This is an optimization exercise on Yosys and OpenROAD, whose aim is small area, not a production implementation. Function was checked by simulation only, so behaviour that the tests miss may differ from the original.

==> inputs of run R <==
==> flow/design.v <==
module br_aoi222 (
   input  logic i_a, i_b, i_c,
   input  logic i_sa, i_sb, i_sc,
   output logic o_y
);
   assign o_y = ~((i_a & i_sa) | (i_b & i_sb) | (i_c & i_sc));
endmodule
module br_sel64 (
   input  logic [63:0] i_d,
   input  logic [63:0] i_sel,
   output logic        o_q
);
   logic [21:0] t;
   for (genvar k = 0; k < 21; k++) begin : g_aoi
      br_aoi222 u_aoi (
         .i_a(i_d[3*k]), .i_b(i_d[3*k+1]), .i_c(i_d[3*k+2]),
         .i_sa(i_sel[3*k]), .i_sb(i_sel[3*k+1]), .i_sc(i_sel[3*k+2]),
         .o_y(t[k])
      );
   end
   assign t[21] = ~(i_d[63] & i_sel[63]);
   assign o_q   = ~&t;
endmodule
module br_predictor #(
   parameter int IDX_W = 6,
   parameter int CNT_W = 16
) (
   input  logic             i_clk,
   input  logic             i_rst,
   input  logic [31:0]      i_if_pc,
   output logic             o_pred_taken,
   output logic [31:0]      o_pred_target,
   output logic [IDX_W-1:0] o_pred_ghr,
   input  logic             i_upd_vld,
   input  logic [31:0]      i_upd_pc,
   input  logic             i_upd_taken,
   input  logic [31:0]      i_upd_target,
   input  logic             i_upd_pred_taken,
   input  logic [31:0]      i_upd_pred_target,
   input  logic [IDX_W-1:0] i_upd_ghr,
   output logic             o_mispred,
   output logic [31:0]      o_redirect_pc,
   output logic [CNT_W-1:0] o_br_cnt,
   output logic [CNT_W-1:0] o_mispred_cnt
);
   localparam int unsigned ENTRIES = 1 << IDX_W;
   localparam int          TAG_W   = 30 - IDX_W;
   logic [ENTRIES-1:0] valid_q;    
   logic [ENTRIES-1:0] ctrh_q;     
   logic [ENTRIES-1:0] ctrl_q;     
   logic [TAG_W-1:0]   tag_q    [ENTRIES];
   logic [31:0]        target_q [ENTRIES];
   logic [IDX_W-1:0] ghr;
   logic [IDX_W-1:0] upd_hist;
   logic [IDX_W-1:0] lk_idx;
   logic [IDX_W-1:0] upd_idx;
   logic [ENTRIES-1:0] lk_sel, upd_sel;
   logic             unused_bits;
   assign unused_bits = ^{i_if_pc[1:0], i_upd_ghr};
   logic [IDX_W-1:0] ghr_q;
   assign ghr      = ghr_q;
   assign upd_hist = i_upd_ghr;
   always_ff @(posedge i_clk) begin
      if (i_rst)          ghr_q <= '0;
      else if (i_upd_vld) ghr_q <= {ghr_q[IDX_W-2:0], i_upd_taken};
   end
   assign lk_idx  = i_if_pc[IDX_W+1:2] ^ ghr;
   assign upd_idx = i_upd_pc[IDX_W+1:2] ^ upd_hist;
   always_comb begin
      for (int e = 0; e < ENTRIES; e++) begin
         lk_sel[e]  = (lk_idx == IDX_W'(e));
         upd_sel[e] = i_upd_vld & (upd_idx == IDX_W'(e));
      end
   end
   logic             lk_ctrh;
   logic [TAG_W-1:0] lk_tag;
   logic [31:0]      lk_target;
   logic lk_valid;
   br_sel64 u_lk_ctrh (.i_d(ctrh_q), .i_sel(lk_sel), .o_q(lk_ctrh));
   br_sel64 u_lk_valid (.i_d(valid_q), .i_sel(lk_sel), .o_q(lk_valid));
   for (genvar b = 0; b < TAG_W; b++) begin : g_lk_tag
      logic [ENTRIES-1:0] col;
      for (genvar e = 0; e < ENTRIES; e++) begin : g_col
         assign col[e] = tag_q[e][b];
      end
      br_sel64 u_sel (.i_d(col), .i_sel(lk_sel), .o_q(lk_tag[b]));
   end
   for (genvar b = 0; b < 32; b++) begin : g_lk_target
      logic [ENTRIES-1:0] col;
      for (genvar e = 0; e < ENTRIES; e++) begin : g_col
         assign col[e] = target_q[e][b];
      end
      br_sel64 u_sel (.i_d(col), .i_sel(lk_sel), .o_q(lk_target[b]));
   end
   assign o_pred_taken  = lk_valid & lk_ctrh & (lk_tag == i_if_pc[31:IDX_W+2]);
   assign o_pred_target = lk_target;
   assign o_pred_ghr    = ghr;
   logic             upd_valid, upd_ctrh, upd_ctrl;
   logic [TAG_W-1:0] upd_tag;
   br_sel64 u_upd_valid (.i_d(valid_q), .i_sel(upd_sel), .o_q(upd_valid));
   br_sel64 u_upd_ctrh  (.i_d(ctrh_q),  .i_sel(upd_sel), .o_q(upd_ctrh));
   br_sel64 u_upd_ctrl  (.i_d(ctrl_q),  .i_sel(upd_sel), .o_q(upd_ctrl));
   for (genvar b = 0; b < TAG_W; b++) begin : g_upd_tag
      logic [ENTRIES-1:0] col;
      for (genvar e = 0; e < ENTRIES; e++) begin : g_col
         assign col[e] = tag_q[e][b];
      end
      br_sel64 u_sel (.i_d(col), .i_sel(upd_sel), .o_q(upd_tag[b]));
   end
   logic upd_hit;
   logic nx_ctrh, nx_ctrl;
   assign upd_hit = upd_valid & (upd_tag == i_upd_pc[31:IDX_W+2]);
   always_comb begin
      if (upd_hit) begin
         if (i_upd_taken) begin
            nx_ctrh = upd_ctrh | upd_ctrl;
            nx_ctrl = upd_ctrh | ~upd_ctrl;
         end else begin
            nx_ctrh = upd_ctrh & upd_ctrl;
            nx_ctrl = upd_ctrh & ~upd_ctrl;
         end
      end else if (i_upd_taken) begin
         nx_ctrh = 1'b1;
         nx_ctrl = 1'b0;
      end else begin
         nx_ctrh = upd_ctrh;
         nx_ctrl = upd_ctrl;
      end
   end
   always_ff @(posedge i_clk) begin
      for (int e = 0; e < ENTRIES; e++) begin
         if (i_rst) begin
            valid_q[e] <= 1'b0;
         end else begin
            if (upd_sel[e] && i_upd_taken) valid_q[e] <= 1'b1;
         end
         if (upd_sel[e])                ctrh_q[e]  <= nx_ctrh;
      end
   end
   always_ff @(posedge i_clk) begin
      for (int e = 0; e < ENTRIES; e++) begin
         if (upd_sel[e]) ctrl_q[e] <= nx_ctrl;
         if (upd_sel[e] && i_upd_taken) begin
            tag_q[e]    <= i_upd_pc[31:IDX_W+2];
            target_q[e] <= i_upd_target;
         end
      end
   end
   assign o_mispred = i_upd_vld & ((i_upd_taken ^ i_upd_pred_taken) |
                                   (i_upd_taken & (i_upd_target != i_upd_pred_target)));
   logic [31:2] pc4_c;
   always_comb begin
      pc4_c[2] = 1'b1;
      for (int i = 3; i < 32; i++) pc4_c[i] = pc4_c[i-1] & i_upd_pc[i-1];
   end
   assign o_redirect_pc = i_upd_taken ? i_upd_target
                                      : {i_upd_pc[31:2] ^ pc4_c, i_upd_pc[1:0]};
   logic [CNT_W-1:0] br_cnt_q, mis_cnt_q;
   logic [CNT_W-1:0] br_tgl, mis_tgl;
   always_comb begin
      br_tgl[0]  = i_upd_vld & ~&br_cnt_q;
      mis_tgl[0] = o_mispred & ~&mis_cnt_q;
      for (int i = 1; i < CNT_W; i++) begin
         br_tgl[i]  = br_tgl[i-1]  & br_cnt_q[i-1];
         mis_tgl[i] = mis_tgl[i-1] & mis_cnt_q[i-1];
      end
   end
   always_ff @(posedge i_clk) begin
      if (i_rst) begin
         br_cnt_q  <= '0;
         mis_cnt_q <= '0;
      end else begin
         br_cnt_q  <= br_cnt_q ^ br_tgl;
         mis_cnt_q <= mis_cnt_q ^ mis_tgl;
      end
   end
   assign o_br_cnt      = br_cnt_q;
   assign o_mispred_cnt = mis_cnt_q;
endmodule
==> flow/flow/run.sh <==
#!/bin/bash
set -euo pipefail
export CTS_ARGS="-sink_clustering_enable -repair_clock_nets -dont_use_dummy_load -buf_list sky130_fd_sc_hd__clkbuf_4 -sink_clustering_size 8 -sink_clustering_max_diameter 35"
export BUFFER_PORTS_ARGS="-buffer_cell sky130_fd_sc_hd__buf_1"
bash standard.sh > standard.log 2>&1
==> flow/standard.sh <==
#!/bin/bash
# synth_recipe.tcl (not shown) runs the flow's synth.tcl, then flattens the netlist and writes it again
# the make line also repeats each setting of config.mk as NAME=value (left out here)
make -C /OpenROAD-flow-scripts/flow DESIGN_CONFIG=/design/flow/config.mk WORK_HOME=/design/flow/orfs CLKGATE_MAP_FILE= SYNTH_SCRIPT=/design/flow/synth_recipe.tcl "${@:-finish}"
==> flow/config.mk <==
export PLATFORM = sky130hd
export DESIGN_NAME = br_predictor
export DESIGN_NICKNAME = br_predictor
export VERILOG_FILES = /design/flow/design.v
export SDC_FILE = /design/flow/constraint.sdc
export NUM_CORES = 4
export LEC_CHECK = 0
export CAP_MARGIN = 10
export CORE_MARGIN = 2
export CORE_UTILIZATION = 60
export SLEW_MARGIN = 10
export SYNTH_HIERARCHICAL = 1
==> flow/constraint.sdc <==
create_clock -name core_clock -period 12.0 [get_ports {i_clk}]
set_input_delay 2.4000 -clock core_clock [delete_from_list [all_inputs] [get_ports {i_clk}]]
set_output_delay 2.4000 -clock core_clock [all_outputs]
set_load 0.01 [all_outputs]
==> inputs of run Z, as changes to run R <==
--- a/flow/design.v
+++ b/flow/design.v
@@ -70,5 +70,5 @@
       for (int e = 0; e < ENTRIES; e++) begin
          lk_sel[e]  = (lk_idx == IDX_W'(e));
-         upd_sel[e] = i_upd_vld & (upd_idx == IDX_W'(e));
+         upd_sel[e] = (upd_idx == IDX_W'(e));
       end
    end
@@ -76,7 +76,5 @@
    logic [TAG_W-1:0] lk_tag;
    logic [31:0]      lk_target;
-   logic lk_valid;
    br_sel64 u_lk_ctrh (.i_d(ctrh_q), .i_sel(lk_sel), .o_q(lk_ctrh));
-   br_sel64 u_lk_valid (.i_d(valid_q), .i_sel(lk_sel), .o_q(lk_valid));
    for (genvar b = 0; b < TAG_W; b++) begin : g_lk_tag
       logic [ENTRIES-1:0] col;
@@ -93,5 +91,5 @@
       br_sel64 u_sel (.i_d(col), .i_sel(lk_sel), .o_q(lk_target[b]));
    end
-   assign o_pred_taken  = lk_valid & lk_ctrh & (lk_tag == i_if_pc[31:IDX_W+2]);
+   assign o_pred_taken  = lk_ctrh & (lk_tag == i_if_pc[31:IDX_W+2]);
    assign o_pred_target = lk_target;
    assign o_pred_ghr    = ghr;
@@ -109,21 +107,20 @@
    end
    logic upd_hit;
+   logic wr_data;    
+   logic wr_ctr;     
    logic nx_ctrh, nx_ctrl;
    assign upd_hit = upd_valid & (upd_tag == i_upd_pc[31:IDX_W+2]);
+   assign wr_data = i_upd_vld & i_upd_taken;
+   assign wr_ctr  = i_upd_vld & (i_upd_taken | upd_hit);
    always_comb begin
-      if (upd_hit) begin
-         if (i_upd_taken) begin
-            nx_ctrh = upd_ctrh | upd_ctrl;
-            nx_ctrl = upd_ctrh | ~upd_ctrl;
-         end else begin
-            nx_ctrh = upd_ctrh & upd_ctrl;
-            nx_ctrl = upd_ctrh & ~upd_ctrl;
-         end
-      end else if (i_upd_taken) begin
+      if (!upd_hit) begin
          nx_ctrh = 1'b1;
          nx_ctrl = 1'b0;
+      end else if (i_upd_taken) begin
+         nx_ctrh = upd_ctrh | upd_ctrl;
+         nx_ctrl = upd_ctrh | ~upd_ctrl;
       end else begin
-         nx_ctrh = upd_ctrh;
-         nx_ctrl = upd_ctrl;
+         nx_ctrh = upd_ctrh & upd_ctrl;
+         nx_ctrl = upd_ctrh & ~upd_ctrl;
       end
    end
@@ -132,14 +129,15 @@
          if (i_rst) begin
             valid_q[e] <= 1'b0;
+            ctrh_q[e]  <= 1'b0;
          end else begin
-            if (upd_sel[e] && i_upd_taken) valid_q[e] <= 1'b1;
+            if (wr_data && upd_sel[e]) valid_q[e] <= 1'b1;
+            if (wr_ctr && upd_sel[e])  ctrh_q[e]  <= nx_ctrh;
          end
-         if (upd_sel[e])                ctrh_q[e]  <= nx_ctrh;
       end
    end
    always_ff @(posedge i_clk) begin
       for (int e = 0; e < ENTRIES; e++) begin
-         if (upd_sel[e]) ctrl_q[e] <= nx_ctrl;
-         if (upd_sel[e] && i_upd_taken) begin
+         if (!i_rst && wr_ctr && upd_sel[e]) ctrl_q[e] <= nx_ctrl;
+         if (!i_rst && wr_data && upd_sel[e]) begin
             tag_q[e]    <= i_upd_pc[31:IDX_W+2];
             target_q[e] <= i_upd_target;
@@ -149,21 +147,6 @@
    assign o_mispred = i_upd_vld & ((i_upd_taken ^ i_upd_pred_taken) |
                                    (i_upd_taken & (i_upd_target != i_upd_pred_target)));
-   logic [31:2] pc4_c;
-   always_comb begin
-      pc4_c[2] = 1'b1;
-      for (int i = 3; i < 32; i++) pc4_c[i] = pc4_c[i-1] & i_upd_pc[i-1];
-   end
-   assign o_redirect_pc = i_upd_taken ? i_upd_target
-                                      : {i_upd_pc[31:2] ^ pc4_c, i_upd_pc[1:0]};
+   assign o_redirect_pc = i_upd_taken ? i_upd_target : i_upd_pc + 32'd4;
    logic [CNT_W-1:0] br_cnt_q, mis_cnt_q;
-   logic [CNT_W-1:0] br_tgl, mis_tgl;
-   always_comb begin
-      br_tgl[0]  = i_upd_vld & ~&br_cnt_q;
-      mis_tgl[0] = o_mispred & ~&mis_cnt_q;
-      for (int i = 1; i < CNT_W; i++) begin
-         br_tgl[i]  = br_tgl[i-1]  & br_cnt_q[i-1];
-         mis_tgl[i] = mis_tgl[i-1] & mis_cnt_q[i-1];
-      end
-   end
    always_ff @(posedge i_clk) begin
       if (i_rst) begin
@@ -171,6 +154,6 @@
          mis_cnt_q <= '0;
       end else begin
-         br_cnt_q  <= br_cnt_q ^ br_tgl;
-         mis_cnt_q <= mis_cnt_q ^ mis_tgl;
+         if (i_upd_vld && (br_cnt_q != '1)) br_cnt_q  <= br_cnt_q + CNT_W'(1);
+         if (o_mispred && (mis_cnt_q != '1)) mis_cnt_q <= mis_cnt_q + CNT_W'(1);
       end
    end
==> flow/run.sh (new file) <==
#!/bin/bash
# synth_recipe.tcl (not shown) runs the flow's synth.tcl, then flattens the netlist and writes it again
# the make line also repeats each setting of config.mk as NAME=value (left out here)
make -C /OpenROAD-flow-scripts/flow DESIGN_CONFIG=/design/flow/config.mk WORK_HOME=/design/flow/orfs CLKGATE_MAP_FILE= SYNTH_SCRIPT=/design/flow/synth_recipe.tcl finish
- CAP_MARGIN: 10 -> 20
- CORE_UTILIZATION: 60 -> 50
- CTS_BUF_LIST: unset -> sky130_fd_sc_hd__clkbuf_4 sky130_fd_sc_hd__clkbuf_8
- SLEW_MARGIN: 10 -> 20
removed: flow/flow/run.sh
removed: flow/standard.sh
==> inputs of run F, as changes to run R <==
--- a/flow/design.v
+++ b/flow/design.v
@@ -70,5 +70,5 @@
       for (int e = 0; e < ENTRIES; e++) begin
          lk_sel[e]  = (lk_idx == IDX_W'(e));
-         upd_sel[e] = i_upd_vld & (upd_idx == IDX_W'(e));
+         upd_sel[e] = (upd_idx == IDX_W'(e));
       end
    end
@@ -76,7 +76,5 @@
    logic [TAG_W-1:0] lk_tag;
    logic [31:0]      lk_target;
-   logic lk_valid;
    br_sel64 u_lk_ctrh (.i_d(ctrh_q), .i_sel(lk_sel), .o_q(lk_ctrh));
-   br_sel64 u_lk_valid (.i_d(valid_q), .i_sel(lk_sel), .o_q(lk_valid));
    for (genvar b = 0; b < TAG_W; b++) begin : g_lk_tag
       logic [ENTRIES-1:0] col;
@@ -93,5 +91,5 @@
       br_sel64 u_sel (.i_d(col), .i_sel(lk_sel), .o_q(lk_target[b]));
    end
-   assign o_pred_taken  = lk_valid & lk_ctrh & (lk_tag == i_if_pc[31:IDX_W+2]);
+   assign o_pred_taken  = lk_ctrh & (lk_tag == i_if_pc[31:IDX_W+2]);
    assign o_pred_target = lk_target;
    assign o_pred_ghr    = ghr;
@@ -109,21 +107,20 @@
    end
    logic upd_hit;
+   logic wr_data;    
+   logic wr_ctr;     
    logic nx_ctrh, nx_ctrl;
    assign upd_hit = upd_valid & (upd_tag == i_upd_pc[31:IDX_W+2]);
+   assign wr_data = i_upd_vld & i_upd_taken;
+   assign wr_ctr  = i_upd_vld & (i_upd_taken | upd_hit);
    always_comb begin
-      if (upd_hit) begin
-         if (i_upd_taken) begin
-            nx_ctrh = upd_ctrh | upd_ctrl;
-            nx_ctrl = upd_ctrh | ~upd_ctrl;
-         end else begin
-            nx_ctrh = upd_ctrh & upd_ctrl;
-            nx_ctrl = upd_ctrh & ~upd_ctrl;
-         end
-      end else if (i_upd_taken) begin
+      if (!upd_hit) begin
          nx_ctrh = 1'b1;
          nx_ctrl = 1'b0;
+      end else if (i_upd_taken) begin
+         nx_ctrh = upd_ctrh | upd_ctrl;
+         nx_ctrl = upd_ctrh | ~upd_ctrl;
       end else begin
-         nx_ctrh = upd_ctrh;
-         nx_ctrl = upd_ctrl;
+         nx_ctrh = upd_ctrh & upd_ctrl;
+         nx_ctrl = upd_ctrh & ~upd_ctrl;
       end
    end
@@ -132,14 +129,15 @@
          if (i_rst) begin
             valid_q[e] <= 1'b0;
+            ctrh_q[e]  <= 1'b0;
          end else begin
-            if (upd_sel[e] && i_upd_taken) valid_q[e] <= 1'b1;
+            if (wr_data && upd_sel[e]) valid_q[e] <= 1'b1;
+            if (wr_ctr && upd_sel[e])  ctrh_q[e]  <= nx_ctrh;
          end
-         if (upd_sel[e])                ctrh_q[e]  <= nx_ctrh;
       end
    end
    always_ff @(posedge i_clk) begin
       for (int e = 0; e < ENTRIES; e++) begin
-         if (upd_sel[e]) ctrl_q[e] <= nx_ctrl;
-         if (upd_sel[e] && i_upd_taken) begin
+         if (!i_rst && wr_ctr && upd_sel[e]) ctrl_q[e] <= nx_ctrl;
+         if (!i_rst && wr_data && upd_sel[e]) begin
             tag_q[e]    <= i_upd_pc[31:IDX_W+2];
             target_q[e] <= i_upd_target;
@@ -149,21 +147,6 @@
    assign o_mispred = i_upd_vld & ((i_upd_taken ^ i_upd_pred_taken) |
                                    (i_upd_taken & (i_upd_target != i_upd_pred_target)));
-   logic [31:2] pc4_c;
-   always_comb begin
-      pc4_c[2] = 1'b1;
-      for (int i = 3; i < 32; i++) pc4_c[i] = pc4_c[i-1] & i_upd_pc[i-1];
-   end
-   assign o_redirect_pc = i_upd_taken ? i_upd_target
-                                      : {i_upd_pc[31:2] ^ pc4_c, i_upd_pc[1:0]};
+   assign o_redirect_pc = i_upd_taken ? i_upd_target : i_upd_pc + 32'd4;
    logic [CNT_W-1:0] br_cnt_q, mis_cnt_q;
-   logic [CNT_W-1:0] br_tgl, mis_tgl;
-   always_comb begin
-      br_tgl[0]  = i_upd_vld & ~&br_cnt_q;
-      mis_tgl[0] = o_mispred & ~&mis_cnt_q;
-      for (int i = 1; i < CNT_W; i++) begin
-         br_tgl[i]  = br_tgl[i-1]  & br_cnt_q[i-1];
-         mis_tgl[i] = mis_tgl[i-1] & mis_cnt_q[i-1];
-      end
-   end
    always_ff @(posedge i_clk) begin
       if (i_rst) begin
@@ -171,6 +154,6 @@
          mis_cnt_q <= '0;
       end else begin
-         br_cnt_q  <= br_cnt_q ^ br_tgl;
-         mis_cnt_q <= mis_cnt_q ^ mis_tgl;
+         if (i_upd_vld && (br_cnt_q != '1)) br_cnt_q  <= br_cnt_q + CNT_W'(1);
+         if (o_mispred && (mis_cnt_q != '1)) mis_cnt_q <= mis_cnt_q + CNT_W'(1);
       end
    end
==> flow/flow/run.sh (replaced) <==
#!/bin/bash
set -euo pipefail
export CTS_ARGS="-sink_clustering_enable -repair_clock_nets -dont_use_dummy_load -buf_list sky130_fd_sc_hd__clkbuf_4 -sink_clustering_size 10 -sink_clustering_max_diameter 40"
export BUFFER_PORTS_ARGS="-buffer_cell sky130_fd_sc_hd__buf_1"
bash standard.sh > standard.log 2>&1
- CORE_UTILIZATION: 60 -> 55
==> results_dict.tcl <==
set metrics [dict create \
    ys_seq_area_frac 0.795 \
    mostFrequentLayoutCells "3648 x edfxtp_1, 1764 x a222oi_1, 629 x clkbuf_8" \
    diodes 7 \
    status "finished clean" \
    seqPwrFrac 0.544 \
    synth_compound_area_frac 0.140 \
    met1_length_um 175000 \
    path_max_fanout 16 \
]
That was run Z.
==> results_dict.tcl <==
set metrics [dict create \
    status "finished clean" \
    ys_seq_area_frac 0.811 \
    synth_compound_area_frac 0.132 \
    mostFrequentLayoutCells "3712 x edfxtp_1, 1785 x a222oi_1, 624 x clkbuf_4" \
    seqPwrFrac 0.652 \
    met1_length_um 169000 \
]
That was run R.
==> results_dict.tcl <==
set metrics [dict create \
    mostFrequentLayoutCells "3648 x edfxtp_1, 1764 x a222oi_1, 539 x clkbuf_4" \
    met1_length_um 173000 \
    synth_compound_area_frac 0.140 \
    crit_end "o_pred_taken" \
    ys_seq_area_frac 0.795 \
    diodes 13 \
    seqPwrFrac 0.658 \
    status "finished clean" \
]
That was run F.

[separate check: timing with driven ports]
In the flow no input, the clock included, has a driving cell. The finished layouts below were timed again as built, in two steps.
Step 1: set_driving_cell puts a clkbuf_16 on i_clk and a buf_2 on each other input, an assumption about the parent block.
Step 2 moves the port delays by t, midway between the first and last clock arrival at a register: inputs arrive t later, outputs are due t later. That takes back most of the time a late clock gives input paths.
Three values: ideal ports, drivers, drivers and shift; two values: the first two.
| run | t (ns) | setup WS [ns] | hold WS [ns] | clock arrival spread, ns | worst data-port slew with drivers (ns) |
|---|---|---|---|---|---|
| run R | 1.482 | 0.912 / 0.892 / 0.892 | 0.503 / 0.503 / 0.503 | 0.147 / 0.147 | 0.22 |
| run Z | 1.142 | 1.136 / 1.107 / 1.107 | 0.475 / 0.475 / 0.475 | 0.072 / 0.071 | 0.24 |
| run F | 1.466 | 1.692 / 1.669 / 1.658 | 0.477 / 0.477 / 0.477 | 0.173 / 0.173 | 0.08 |
After both steps setup and hold are still met in every run listed. For run F, which loses most, drivers alone change the setup slack by -0.023 ns; drivers and shift together by -0.034 ns.
